Context: an optimization exercise on an open-source flow, tuned for small area. The choices shown serve that exercise and are no tape-out recipe. Only simulation tests tie the RTL to the original design; equivalence was not proved. Power is estimated from default activity; no workload was simulated.

==> run a <==
// gm_curve_mc
module gm_curve_mc #(
    parameter int  CH_NUM   = 3,
    parameter int  DATI_SZ  = 10,
    parameter int  DATO_SZ  = 10,
    parameter int  SEG_BITS = 4,
    localparam int CHW      = (CH_NUM > 1) ? $clog2(CH_NUM) : 1
) (
    input  logic                      pclk,
    input  logic                      prst,
    input  logic [CH_NUM*DATI_SZ-1:0] px_i,
    input  logic                      px_vld_i,
    input  logic                      frm_str,
    input  logic                      gm_en,
    input  logic [4:0]                gm_str,
    input  logic                      tbl_we,
    input  logic [CHW-1:0]            tbl_ch,
    input  logic [SEG_BITS:0]         tbl_addr,
    input  logic [DATO_SZ-1:0]        tbl_wdat,
    input  logic                      tbl_upd,
    output logic                      tbl_upd_pend,
    output logic [CH_NUM*DATO_SZ-1:0] px_o,
    output logic                      px_vld_o
);
    localparam int NSEG = 1 << SEG_BITS;
    localparam int NE   = NSEG / 2 + 1;          
    localparam int NO   = NSEG / 2;              
    localparam int DXW  = DATI_SZ - SEG_BITS;    
    localparam logic [SEG_BITS:0] ADDR_MAX = (SEG_BITS+1)'(NSEG);
    localparam logic [CHW:0]      CH_LIM   = (CHW+1)'(CH_NUM);
    function automatic logic [DATO_SZ-1:0] ident_knot(input integer k);
        integer v;
        v = (k << DATO_SZ) >> SEG_BITS;
        if (v > ((1 << DATO_SZ) - 1))
            v = (1 << DATO_SZ) - 1;
        ident_knot = v[DATO_SZ-1:0];
    endfunction
    logic       r_upd_pend;
    logic       r_act_id;       
    logic [3:0] r_sl;           
    logic       r_s16;          
    logic       w_swap;
    logic       w_wr_ok;
    logic [4:0] w_str;
    assign w_swap  = frm_str & (r_upd_pend | tbl_upd);
  ...
make LEC_CHECK=0 CAP_MARGIN=20 CORE_MARGIN=2 CORE_UTILIZATION=60 CTS_BUF_LIST=sky130_fd_sc_hd__clkbuf_8 CTS_CLUSTER_DIAMETER=60 CTS_CLUSTER_SIZE=20 GPL_TIMING_DRIVEN=0 SLEW_MARGIN=20 SYNTH_HIERARCHICAL=1 finish   # period 10.0 ns
run.sh (not shown) runs the stock make flow with config.mk's settings and CLKGATE_MAP_FILE= SYNTH_SCRIPT=/design/flow/synth_recipe.tcl, a recipe that flattens the netlist after the stock synthesis.
==> inputs of run b, as changes to run a <==
--- a/flow/design.v
+++ b/flow/design.v
@@ -127,11 +127,13 @@
         gm_curve_mc_aosel #(.N(NE+1), .W(DATO_SZ)) u_sel_e (
             .d({w_ei, r_act_e}), .sel(w_hot_e), .y(w_e));
         logic [DXW-1:0]     w_sel;
         logic [DATO_SZ-1:0] w_nm0, w_nm1, w_nm2, w_nm3, w_nm4, w_nm5, w_ny0;
         logic [DATO_SZ-1:0] w_ncrv;
-        assign w_sel = w_dx ^ {DXW{w_k[0]}};
+        for (genvar i = 0; i < DXW; i++) begin : g_sel
+            gm_curve_mc_xor2 u (.a(w_dx[i]), .b(w_k[0]), .y(w_sel[i]));
+        end
         assign w_nm0 = ~(w_sel[0] ? w_o : w_e);
         assign w_nm1 = ~(w_sel[1] ? w_o : w_e);
         assign w_nm2 = ~(w_sel[2] ? w_o : w_e);
         assign w_nm3 = ~(w_sel[3] ? w_o : w_e);
         assign w_nm4 = ~(w_sel[4] ? w_o : w_e);
@@ -291,11 +293,45 @@
 ) (
     input  logic [N*W-1:0] d,
     input  logic [N-1:0]   sel,
     output logic [W-1:0]   y
 );
-    always_comb begin
-        y = '0;
-        for (int i = 0; i < N; i++)
-            y = y | (d[i*W +: W] & {W{sel[i]}});
+    localparam int NG = (N + 2) / 3;             
+    for (genvar b = 0; b < W; b++) begin : g_b
+        logic [NG-1:0] w_g;                      
+        for (genvar g = 0; g < NG; g++) begin : g_g
+            if (N - 3*g >= 3) begin : g3
+                gm_curve_mc_aoi3 u (
+                    .a0(d[(3*g)*W + b]),   .b0(sel[3*g]),
+                    .a1(d[(3*g+1)*W + b]), .b1(sel[3*g+1]),
+                    .a2(d[(3*g+2)*W + b]), .b2(sel[3*g+2]),
+                    .y(w_g[g]));
+            end else if (N - 3*g == 2) begin : g2
+                gm_curve_mc_aoi2 u (
+                    .a0(d[(3*g)*W + b]),   .b0(sel[3*g]),
+                    .a1(d[(3*g+1)*W + b]), .b1(sel[3*g+1]),
+                    .y(w_g[g]));
+            end else begin : g1
+                assign w_g[g] = ~(d[(3*g)*W + b] & sel[3*g]);
+            end
+        end
+        assign y[b] = ~&w_g;
     end
 endmodule
+module gm_curve_mc_aoi3 (
+    input  logic a0, b0, a1, b1, a2, b2,
+    output logic y
+);
+    assign y = ~((a0 & b0) | (a1 & b1) | (a2 & b2));
+endmodule
+module gm_curve_mc_aoi2 (
+    input  logic a0, b0, a1, b1,
+    output logic y
+);
+    assign y = ~((a0 & b0) | (a1 & b1));
+endmodule
+module gm_curve_mc_xor2 (
+    input  logic a, b,
+    output logic y
+);
+    assign y = a ^ b;
+endmodule
--- a/flow/config.mk
+++ b/flow/config.mk
@@ -6,11 +6,10 @@
 export NUM_CORES = 4
 export LEC_CHECK = 0
 export CAP_MARGIN = 20
 export CORE_MARGIN = 2
 export CORE_UTILIZATION = 60
-export CTS_BUF_LIST = sky130_fd_sc_hd__clkbuf_8
-export CTS_CLUSTER_DIAMETER = 60
-export CTS_CLUSTER_SIZE = 20
+export CTS_CLUSTER_DIAMETER = 100
+export CTS_CLUSTER_SIZE = 30
 export GPL_TIMING_DRIVEN = 0
 export SLEW_MARGIN = 20
 export SYNTH_HIERARCHICAL = 1
==> inputs of run c, as changes to run a <==
--- a/flow/design.v
+++ b/flow/design.v
@@ -127,11 +127,13 @@
         gm_curve_mc_aosel #(.N(NE+1), .W(DATO_SZ)) u_sel_e (
             .d({w_ei, r_act_e}), .sel(w_hot_e), .y(w_e));
         logic [DXW-1:0]     w_sel;
         logic [DATO_SZ-1:0] w_nm0, w_nm1, w_nm2, w_nm3, w_nm4, w_nm5, w_ny0;
         logic [DATO_SZ-1:0] w_ncrv;
-        assign w_sel = w_dx ^ {DXW{w_k[0]}};
+        for (genvar i = 0; i < DXW; i++) begin : g_sel
+            gm_curve_mc_xor2 u (.a(w_dx[i]), .b(w_k[0]), .y(w_sel[i]));
+        end
         assign w_nm0 = ~(w_sel[0] ? w_o : w_e);
         assign w_nm1 = ~(w_sel[1] ? w_o : w_e);
         assign w_nm2 = ~(w_sel[2] ? w_o : w_e);
         assign w_nm3 = ~(w_sel[3] ? w_o : w_e);
         assign w_nm4 = ~(w_sel[4] ? w_o : w_e);
@@ -291,11 +293,45 @@
 ) (
     input  logic [N*W-1:0] d,
     input  logic [N-1:0]   sel,
     output logic [W-1:0]   y
 );
-    always_comb begin
-        y = '0;
-        for (int i = 0; i < N; i++)
-            y = y | (d[i*W +: W] & {W{sel[i]}});
+    localparam int NG = (N + 2) / 3;             
+    for (genvar b = 0; b < W; b++) begin : g_b
+        logic [NG-1:0] w_g;                      
+        for (genvar g = 0; g < NG; g++) begin : g_g
+            if (N - 3*g >= 3) begin : g3
+                gm_curve_mc_aoi3 u (
+                    .a0(d[(3*g)*W + b]),   .b0(sel[3*g]),
+                    .a1(d[(3*g+1)*W + b]), .b1(sel[3*g+1]),
+                    .a2(d[(3*g+2)*W + b]), .b2(sel[3*g+2]),
+                    .y(w_g[g]));
+            end else if (N - 3*g == 2) begin : g2
+                gm_curve_mc_aoi2 u (
+                    .a0(d[(3*g)*W + b]),   .b0(sel[3*g]),
+                    .a1(d[(3*g+1)*W + b]), .b1(sel[3*g+1]),
+                    .y(w_g[g]));
+            end else begin : g1
+                assign w_g[g] = ~(d[(3*g)*W + b] & sel[3*g]);
+            end
+        end
+        assign y[b] = ~&w_g;
     end
 endmodule
+module gm_curve_mc_aoi3 (
+    input  logic a0, b0, a1, b1, a2, b2,
+    output logic y
+);
+    assign y = ~((a0 & b0) | (a1 & b1) | (a2 & b2));
+endmodule
+module gm_curve_mc_aoi2 (
+    input  logic a0, b0, a1, b1,
+    output logic y
+);
+    assign y = ~((a0 & b0) | (a1 & b1));
+endmodule
+module gm_curve_mc_xor2 (
+    input  logic a, b,
+    output logic y
+);
+    assign y = a ^ b;
+endmodule
==> flow/flow/run.sh (new file) <==
#!/bin/bash
# Layout flow: the standard layout (standard.sh) with the standard
# synthesis unchanged. One setting differs after synthesis: the port buffers
# are sky130_fd_sc_hd__buf_2 cells (every input and output still gets its own
# buffer, as in the standard flow).
# Each step's full output goes to a log file in this folder; ORFS's own
# per-step logs stay under orfs/logs/.
set -euo pipefail
cd "$(dirname "$0")/.."
bash standard.sh synth > synth.log 2>&1
bash standard.sh "BUFFER_PORTS_ARGS=-buffer_cell sky130_fd_sc_hd__buf_2" \
    finish > layout.log 2>&1
==> flow/standard.sh (new file) <==
#!/bin/bash
# synth_recipe.tcl (not shown) runs the flow's synth.tcl, then flattens the netlist and writes it again
# the make line also repeats each setting of config.mk as NAME=value (left out here)
make -C /OpenROAD-flow-scripts/flow DESIGN_CONFIG=/design/flow/config.mk WORK_HOME=/design/flow/orfs CLKGATE_MAP_FILE= SYNTH_SCRIPT=/design/flow/synth_recipe.tcl "${@:-finish}"
--- a/flow/config.mk
+++ b/flow/config.mk
@@ -6,11 +6,10 @@
 export NUM_CORES = 4
 export LEC_CHECK = 0
 export CAP_MARGIN = 20
 export CORE_MARGIN = 2
 export CORE_UTILIZATION = 60
-export CTS_BUF_LIST = sky130_fd_sc_hd__clkbuf_8
-export CTS_CLUSTER_DIAMETER = 60
-export CTS_CLUSTER_SIZE = 20
+export CTS_CLUSTER_DIAMETER = 100
+export CTS_CLUSTER_SIZE = 30
 export GPL_TIMING_DRIVEN = 0
 export SLEW_MARGIN = 20
 export SYNTH_HIERARCHICAL = 1
removed: flow/run.sh
==> comparison table <==
|  | run a | run c | run b |
|---|---|---|---|
| Complex-gate fraction of the synthesized area | 6.72% | 5.17% | 5.17% |
| Layout buffer count excluding clock buffers | 284 | 277 | 281 |
| Finished Core Util | 67.4% | 67.1% | 67.7% |
| Clock Network Area Fraction | 3.00% | 2.57% | 2.52% |
| Fraction of post-synthesis cell area in the top cell type by area | 65.1% | 67.0% | 67.0% |
| Combinational cell power | 4.69 mW | 3.91 mW | 4.19 mW |
| Multi-input gate area in the final layout | 0.0144 mm2 | 0.0137 mm2 | 0.0137 mm2 |
| Cell with the largest stage delay on the worst path | fa_2 | a222oi_1 | a222oi_1 |
| Area growth from synthesis to final layout | 11.1% | 11.1% | 12.1% |
| Shortest clock period the worst path allows after layout | 9840 ps | 9770 ps | 9870 ps |
| Fill cell total of the finished layout | 5206 | 5031 | 4964 |
| Outcome | complete, no violations | complete, no violations | complete, no violations |
| Wirelength, routed | 106000 um | 99800 um | 99300 um |
| Worst-margin pin slew | 1030 ps | 1120 ps | 1010 ps |
| Share of the final layout cell area in multi-input gates | 27.5% | 27.0% | 26.8% |
| Iteration-0 DRC Markers | 2411 | 3018 | 2847 |
| Min-delay src | r_sl[2]$_SDFFE_PP0P_ | r_s16$_SDFFE_PP0P_ | r_s16$_SDFFE_PP0P_ |
| Die height | 284 um | 280 um | 280 um |
| Reg-to-reg setup timing slack | 310 ps | 600 ps | 480 ps |
| End of the worst register-to-register path | g_ch[2].r_ncrv[8]$_DFF_P_ | g_ch[2].r_ncrv[8]$_DFF_P_ | g_ch[1].r_ncrv[8]$_DFF_P_ |
| Clock network power consumption | 2.34 mW | 2.16 mW | 2.16 mW |
| Critical Path RT | 10640 ps | 10500 ps | 10490 ps |
| Routed length per instance | 27.5 um | 27.4 um | 27.2 um |
| Hold endpoint | r_s1_sl[2]$_DFF_P_ | r_s1_s16$_DFF_P_ | r_s1_s16$_DFF_P_ |
| Number of standard cells after synthesis | 2492 | 2391 | 2391 |
| Post-Synth XOR/XNOR Area | 1.05% | 0.345% | 0.345% |
| Number of buffers inserted to repair setup after CTS | 28 | 51 | 57 |

## separate check: timing with driven ports
The flow's constraints put no driver on any port. The routed layouts listed below were extracted and timed again, unchanged, in two steps.
Step 1 assumes that a clkbuf_16 drives the clock port and a buf_2 every other input.
Step 2, shift: input delay + t, output delay - t, t = (earliest + latest rising clock arrival at the registers) / 2. This alone moves slack from input paths to output paths.
a / b / c = no drivers / after step 1 / after step 2; a / b = the first two.
run	shift t [ns]	setup slack, ns	hold slack, ns	worst setup path at the end	latest minus earliest clock arrival (ns)
run a	0.789	0.161 / 0.187 / -0.589	0.351 / 0.351 / 0.351	input to register	0.055 / 0.054
run b	0.672	0.130 / 0.167 / -0.506	0.361 / 0.361 / 0.361	input to register	0.041 / 0.041
run c	0.683	0.229 / 0.231 / -0.453	0.366 / 0.366 / 0.366	input to register	0.047 / 0.047
Met with ideal ports but missed after step 2: setup timing in every run listed. The setup slack of run a, which loses most, moves by +0.026 ns with the drivers and by -0.750 ns with both steps.
